From an optimization exercise on the open Yosys and OpenROAD flow, aimed at small area and a short achievable clock period; shortcuts taken in it are not production practice. In this exercise RTL edits were held to simulation tests only and were not proved equivalent to the original.

===== design/flow/run.sh =====
#!/bin/bash
# synth_recipe.tcl (not shown) runs the flow's synth.tcl, then flattens the netlist and writes it again
# the make line also repeats each setting of config.mk as NAME=value (left out here)
make -C /OpenROAD-flow-scripts/flow DESIGN_CONFIG=/design/flow/config.mk WORK_HOME=/design/flow/orfs CLKGATE_MAP_FILE= SYNTH_SCRIPT=/design/flow/synth_recipe.tcl finish

===== design/flow/design.v =====
package mdu_pkg;
  localparam logic [2:0] OP_MULT  = 3'd0;
  localparam logic [2:0] OP_MULTU = 3'd1;
  localparam logic [2:0] OP_DIV   = 3'd2;
  localparam logic [2:0] OP_DIVU  = 3'd3;
  localparam logic [2:0] OP_MTHI  = 3'd4;
  localparam logic [2:0] OP_MTLO  = 3'd5;
  localparam logic [2:0] OP_MFHI  = 3'd6;
  localparam logic [2:0] OP_MFLO  = 3'd7;
  localparam int unsigned MULT_CYCLES_DEF = 5;
  localparam int unsigned DIV_CYCLES_DEF  = 10;
  typedef enum logic [1:0] {
    ST_IDLE,
    ST_MUL_BUSY,
    ST_DIV_BUSY
  } mdu_state_e;
  function automatic logic op_is_multi(
    input logic [2:0] op
  );
    op_is_multi = ~op[2];
  endfunction
endpackage
module mdu_arith (
  input  logic [31:0] a,
  input  logic [31:0] b,
  input  logic        is_signed,
  output logic [63:0] prod,
  output logic [31:0] quot,
  output logic [31:0] rem
);
  logic        a_neg;
  logic        b_neg;
  logic [63:0] a_ext;
  logic [63:0] b_ext;
  logic [31:0] a_mag;
  logic [31:0] b_mag;
  logic [31:0] q_mag;
  logic [31:0] r_mag;
  logic        b_zero;
  assign a_neg = is_signed & a[31];
  assign b_neg = is_signed & b[31];
  assign a_ext = {{32{a_neg}}, a};
  assign b_ext = {{32{b_neg}}, b};
  assign prod  = a_ext * b_ext;
  assign a_mag  = a_neg ? -a : a;
  assign b_mag  = b_neg ? -b : b;
  assign b_zero = (b == 32'd0);
  assign q_mag  = b_zero ? 32'd0 : a_mag / b_mag;
  assign r_mag  = b_zero ? 32'd0 : a_mag % b_mag;
  assign quot = (a_neg ^ b_neg) ? -q_mag : q_mag;
  assign rem  = a_neg ? -r_mag : r_mag;
endmodule
module mdu_ctrl #(
  parameter int unsigned MULT_CYCLES = mdu_pkg::MULT_CYCLES_DEF,
  parameter int unsigned DIV_CYCLES  = mdu_pkg::DIV_CYCLES_DEF
) (
  input  logic        clk,
  input  logic        reset,
  input  logic        start,
  input  logic [2:0]  op,
  input  logic [31:0] rs_val,
  input  logic [31:0] rt_val,
  input  logic        md_req,
  output logic        busy,
  output logic        stall,
  output logic [31:0] hi,
  output logic [31:0] lo,
  output logic [31:0] mdu_out
);
  localparam logic [3:0] MUL_LOAD = 4'(MULT_CYCLES - 1);
  localparam logic [3:0] DIV_LOAD = 4'(DIV_CYCLES - 1);
  mdu_pkg::mdu_state_e  state;
  logic [3:0]  cnt;
  logic [31:0] pend_hi;
  logic [31:0] pend_lo;
  logic        pend_wr;
  logic [63:0] prod;
  logic [31:0] quot;
  logic [31:0] rem;
  logic is_mul;
  logic is_div;
  logic is_mthi;
  logic is_mtlo;
  mdu_arith u_arith (
    .a         (rs_val),
    .b         (rt_val),
    .is_signed (~op[0]),
    .prod      (prod),
    .quot      (quot),
    .rem       (rem)
  );
  assign is_mul  = (op == mdu_pkg::OP_MULT) | (op == mdu_pkg::OP_MULTU);
  assign is_div  = (op == mdu_pkg::OP_DIV)  | (op == mdu_pkg::OP_DIVU);
  assign is_mthi = (op == mdu_pkg::OP_MTHI);
  assign is_mtlo = (op == mdu_pkg::OP_MTLO);
  assign busy    = (state != mdu_pkg::ST_IDLE);
  assign stall   = md_req & (busy | (start & mdu_pkg::op_is_multi(op)));
  assign mdu_out = (op == mdu_pkg::OP_MFHI) ? hi : lo;
  always_ff @(posedge clk or negedge reset) begin
    if (!reset) begin
      state   <= mdu_pkg::ST_IDLE;
      cnt     <= '0;
      pend_hi <= '0;
      pend_lo <= '0;
      pend_wr <= 1'b0;
      hi      <= '0;
      lo      <= '0;
    end else begin
      unique case (state)
        mdu_pkg::ST_IDLE: begin
          if (start) begin
            unique case (1'b1)
              is_mul: begin
                state   <= mdu_pkg::ST_MUL_BUSY;
                cnt     <= MUL_LOAD;
                pend_hi <= prod[63:32];
                pend_lo <= prod[31:0];
                pend_wr <= 1'b1;
              end
              is_div: begin
                state   <= mdu_pkg::ST_DIV_BUSY;
                cnt     <= DIV_LOAD;
                pend_hi <= rem;
                pend_lo <= quot;
                pend_wr <= (rt_val != 32'd0);
              end
              is_mthi: hi <= rs_val;
              is_mtlo: lo <= rs_val;
              default: ;
            endcase
          end
        end
        mdu_pkg::ST_MUL_BUSY, mdu_pkg::ST_DIV_BUSY: begin
          if (cnt == 4'd0) begin
            state <= mdu_pkg::ST_IDLE;
            if (pend_wr) begin
              hi <= pend_hi;
              lo <= pend_lo;
            end
          end else begin
            cnt <= cnt - 4'd1;
          end
        end
        default: state <= mdu_pkg::ST_IDLE;
      endcase
    end
  end
endmodule

===== design/flow/constraint.sdc =====
create_clock -name core_clock -period 105.0 [get_ports {clk}]
set_input_delay 21.0000 -clock core_clock [delete_from_list [all_inputs] [get_ports {clk}]]
set_output_delay 21.0000 -clock core_clock [all_outputs]
set_load 0.01 [all_outputs]

===== design/flow/config.mk =====
export PLATFORM = sky130hd
export DESIGN_NAME = mdu_ctrl
export DESIGN_NICKNAME = mdu_ctrl
export VERILOG_FILES = /design/flow/design.v
export SDC_FILE = /design/flow/constraint.sdc
export NUM_CORES = 4
export LEC_CHECK = 0
export CAP_MARGIN = 20
export CORE_MARGIN = 2
export CORE_UTILIZATION = 40
export SLEW_MARGIN = 20

==> impl_metrics.yaml <==
global_routing:
  antenna_found_initial: 36
  grt_start_max_net_pins: 55
  grt_pass1_wl_um: 583000
  grtUsageTotal_pct: 40.5
  grt_pass1_vias: 82700
  gr-total-overflow: 0
sta:
  finalHoldViolCount: 0
  fin_crit_ns: 101.35
  setup_viol: 0
  final_max_slew_viol_count: 0
  final.period_utilization_pct: 96.5
  relSlewSlack_pct: 15.6
  finalClockSkew_ns: 0.0238
  tightest_slew_ns: 1.26
  fmax_ghz: 0.00987
routing:
  drtPass1Iterations: 9
  detail_route.wl_per_cell_um: 30.0
  drt_wl_total_um: 408000
  vias_per_cell: 6.03
  drt_iter0_drc: 8718
  via_count: 82100
  drtAntennaViolNets: 0
  remaining_drc_errors: 0
synthesis:
  synthArstFlopShare_pct: 100
  syn_nets: 12100
  ys_ff_latch: 135
  syn_avg_cell_area_um2: 7.74
  synth_top_flop_cell: "dfrtp_1"
  yosysWarnings: 1
  syn_area_um2: 78300
  synth_cells: 10100
  synth_edf_count: 0
  ys_types: 106
  synth-seq-area-share_pct: 4.31
final_layout:
  fin_cells: 13600
  area_growth_pct: 16.7
  final_nets: 12900
  utilization_pct: 46.9
  drive_gt1_share_pct: 14.3
setup_path:
  end_kind: "flip-flop"
  crit_start: "rt_val[1]"
  slowest_delay_ns: 0.64
  ff2ff_path_depth: 7
  crit_type: "input port to flip-flop"
  cp-start-kind: "input port"
  rrSetupSlack_ns: 101.43
  r2r-start: "state[0]"
  slowest_stage: "or3b_2"
  crit_arrival_ns: 101.78
  crit_top_cell: "buf_4"
  cp.required_ns: 105.43
  worstPathMaxFanout: 27
clock_tree:
  cts_inserted_buffers: 17
  cts_root_buffer: "clkbuf_16"
  cts_tree: "built"
  clock_latency_ns: 0.55
  htreeDepth: 4
  hold_buffers: 0
  cts.path.max_buffers: 2
  path_clk_slew_ns: 0.08
  cts_sinks: 135
placed_design:
  globalplace.congestion: 1.10
  dp.cells: 13600
  port_buffers: 168
  post-dp-hpwl_um: 331000
outcome:
  status: "finished clean"
die:
  die_area_um2: 199000
  core-area_um2: 195000
  dieWidth_um: 446
  initial_core_util_pct: 40.2
  pin_count: 169
  dieHeight_um: 446
  fp-row-count: 162
min_path:
  hold_path_startpoint: "pend_lo[27]"
  hold_path_class: "flip-flop to flip-flop"
  whs_path_depth: 2
flow_run:
  cap_viol_max_count: 0
==> placed cells by master (no fill, tap or decap), types with 24 or more instances in the layout <==
master / netlist / final
dfrtp_1: 135 / 135
buf_4: 3 / 1130
o21ai_1: 19 / 32
o21ai_0: 376 / 361
nor2_1: 762 / 742
o211ai_1: 64 / 64
nor3_1: 189 / 173
o21bai_1: 41 / 41
o31ai_1: 54 / 48
a211o_1: 25 / 24
inv_1: 1262 / 1259
or2_2: 53 / 52
o21a_1: 141 / 141
nor4_1: 57 / 48
xnor2_1: 323 / 312
nor2b_1: 90 / 86
nand2_1: 1450 / 1447
and3_1: 48 / 48
or3_1: 72 / 69
a31oi_1: 112 / 110
a21oi_1: 712 / 701
and2_1: 304 / 305
xor2_1: 223 / 218
clkdlybuf4s50_1: 0 / 109
a21o_1: 207 / 206
nand4_1: 68 / 68
mux2_2: 67 / 67
nand2b_1: 111 / 109
fa_1: 1126 / 1126
o221ai_1: 28 / 28
ha_1: 751 / 750
buf_2: 21 / 59
nand3_1: 183 / 178
a211oi_1: 61 / 52
==> kinds of logic (layout without fill, tap and decap cells) <==
family                     count (synthesis)  after routing  synth area share (%)
xor gates and xnor gates                 547            547                  6.13
buffers and inverters                   1752           2612                  8.45
adders and majority gates               1877           1877                  40.8
and+or+nand+nor                         3509           3509                  20.8
AOI/OAI and AO/OA                       2207           2207                  18.2
muxes                                     93             93                  1.30
other                                      0              6                     0
DFF                                      135            135                  4.31
==> area by class of cell <==
cell class | count | area [um2]
Timing Repair Buffer | 1315 | 10200
Fill cell | 19700 | 103000
Inverter | 1265 | 4750
Multi-Input combinational cell | 8233 | 69200
Antenna cell | 6 | 15.0
Sequential cell | 135 | 3380
Clock inverter | 14 | 188
Clock buffer | 18 | 429
Tap cell | 2624 | 3280
==> cell usage after synthesis, types with 57 or more instances <==
library cell / instances / share of area, %
dfrtp_1: 135 / 4.3
nor2b_1: 90 / 0.72
o21a_1: 141 / 1.4
nand2b_1: 111 / 0.89
o21ai_0: 376 / 2.4
a211oi_1: 61 / 0.58
nor4_1: 57 / 0.46
nand2_1: 1450 / 6.9
and2_1: 304 / 2.4
nor2_1: 762 / 3.7
xor2_1: 223 / 2.5
nand3_1: 183 / 1.2
mux2_2: 67 / 0.96
fa_1: 1126 / 29
clkbuf_1: 347 / 1.7
o211ai_1: 64 / 0.61
or3_1: 72 / 0.58
nor3_1: 189 / 1.2
xnor2_1: 323 / 3.6
ha_1: 751 / 12
buf_1: 115 / 0.55
nand4_1: 68 / 0.54
a21o_1: 207 / 2.0
a21oi_1: 712 / 4.5
a31oi_1: 112 / 0.89
inv_1: 1262 / 6.0
==> final timing paths <==
path	to
setup reg to reg	pend_hi[20]
setup / recovery	pend_hi[28]
hold / removal	pend_lo[27]
max in group asynchronous	pend_lo[28]
hold reg to reg	pend_lo[27]
min in group asynchronous	lo[25]
==> worst max-delay path: cells and delay by family <==
| kind | cells | cell delay (ns) |
|---|---|---|
| AND/OR/NAND/NOR | 96 | 21.05 |
| adder cells (fa/ha/maj) | 32 | 10.28 |
| buffers and inverters | 48 | 9.15 |
| AO/OA/AOI/OAI | 170 | 39.41 |
| multiplexers | 1 | 0.24 |
| XOR/XNOR | 2 | 0.36 |
==> per-stage QoR <==
step | hold WS [ns] | setup WS (ns) | cell area [um2] | setup TNS [ns]
floorplan | 0.439 | 3.51 | 78300 | 0
global placement | 0.462 | -1.61 | 90100 | -47.23
detailed placement | 0.472 | -2.10 | 90100 | -77.16
CTS | 0.490 | 0.0506 | 90700 | 0
global route | 0.515 | -0.0595 | 91400 | -0.135
finish | 0.491 | 3.65 | 91400 | 0
==> layer usage <==
layer	vias up	GRT usage [%]	routed length (um)
met5	-	0	158
met4	26	27.4	34800
met3	1286	8.16	35500
met2	4337	63.6	179000
met1	40900	50.2	158000
li1	35500	-	-
==> timing repair <==
| action | 4_1_cts | 5_1_grt |
|---|---|---|
| endpoints found under the setup margin | 60 | 64 |
| setup buffers | 0 | 12 |
| pin swaps | 0 | 9 |
| gates resized for setup | 12 | 124 |
==> sequential cells by signal, summed over array words and instances, names as in the netlist <==
| name | cells |
|---|---|
| pend_hi | 32 |
| pend_wr | 1 |
| hi | 32 |
| state | 2 |
| pend_lo | 32 |
| lo | 32 |
| cnt | 4 |

-- static timing again, ports no longer ideal --
The results above use ideal ports. As a check the final layout listed here was re-extracted and re-timed, cells and wires unchanged.
Step 1: set_driving_cell puts a clkbuf_16 on clk and a buf_2 on each other input, an assumption about the parent block.
Step 2, shift: input delay + t, output delay - t, t = (earliest + latest rising clock arrival at the registers) / 2. This alone moves slack from input paths to output paths.
Slacks: ideal ports / drivers / drivers and shift; pairs: ideal ports / drivers.
t, ns: 0.607
slack for setup (ns): 3.646 / 3.698 / 3.091
worst data-port slew with drivers (ns): 0.28
pins driven straight from the clock port: 1
After both steps setup and hold are still met in this run. For this run, drivers alone change the setup slack by +0.052 ns; drivers and shift together by -0.555 ns.
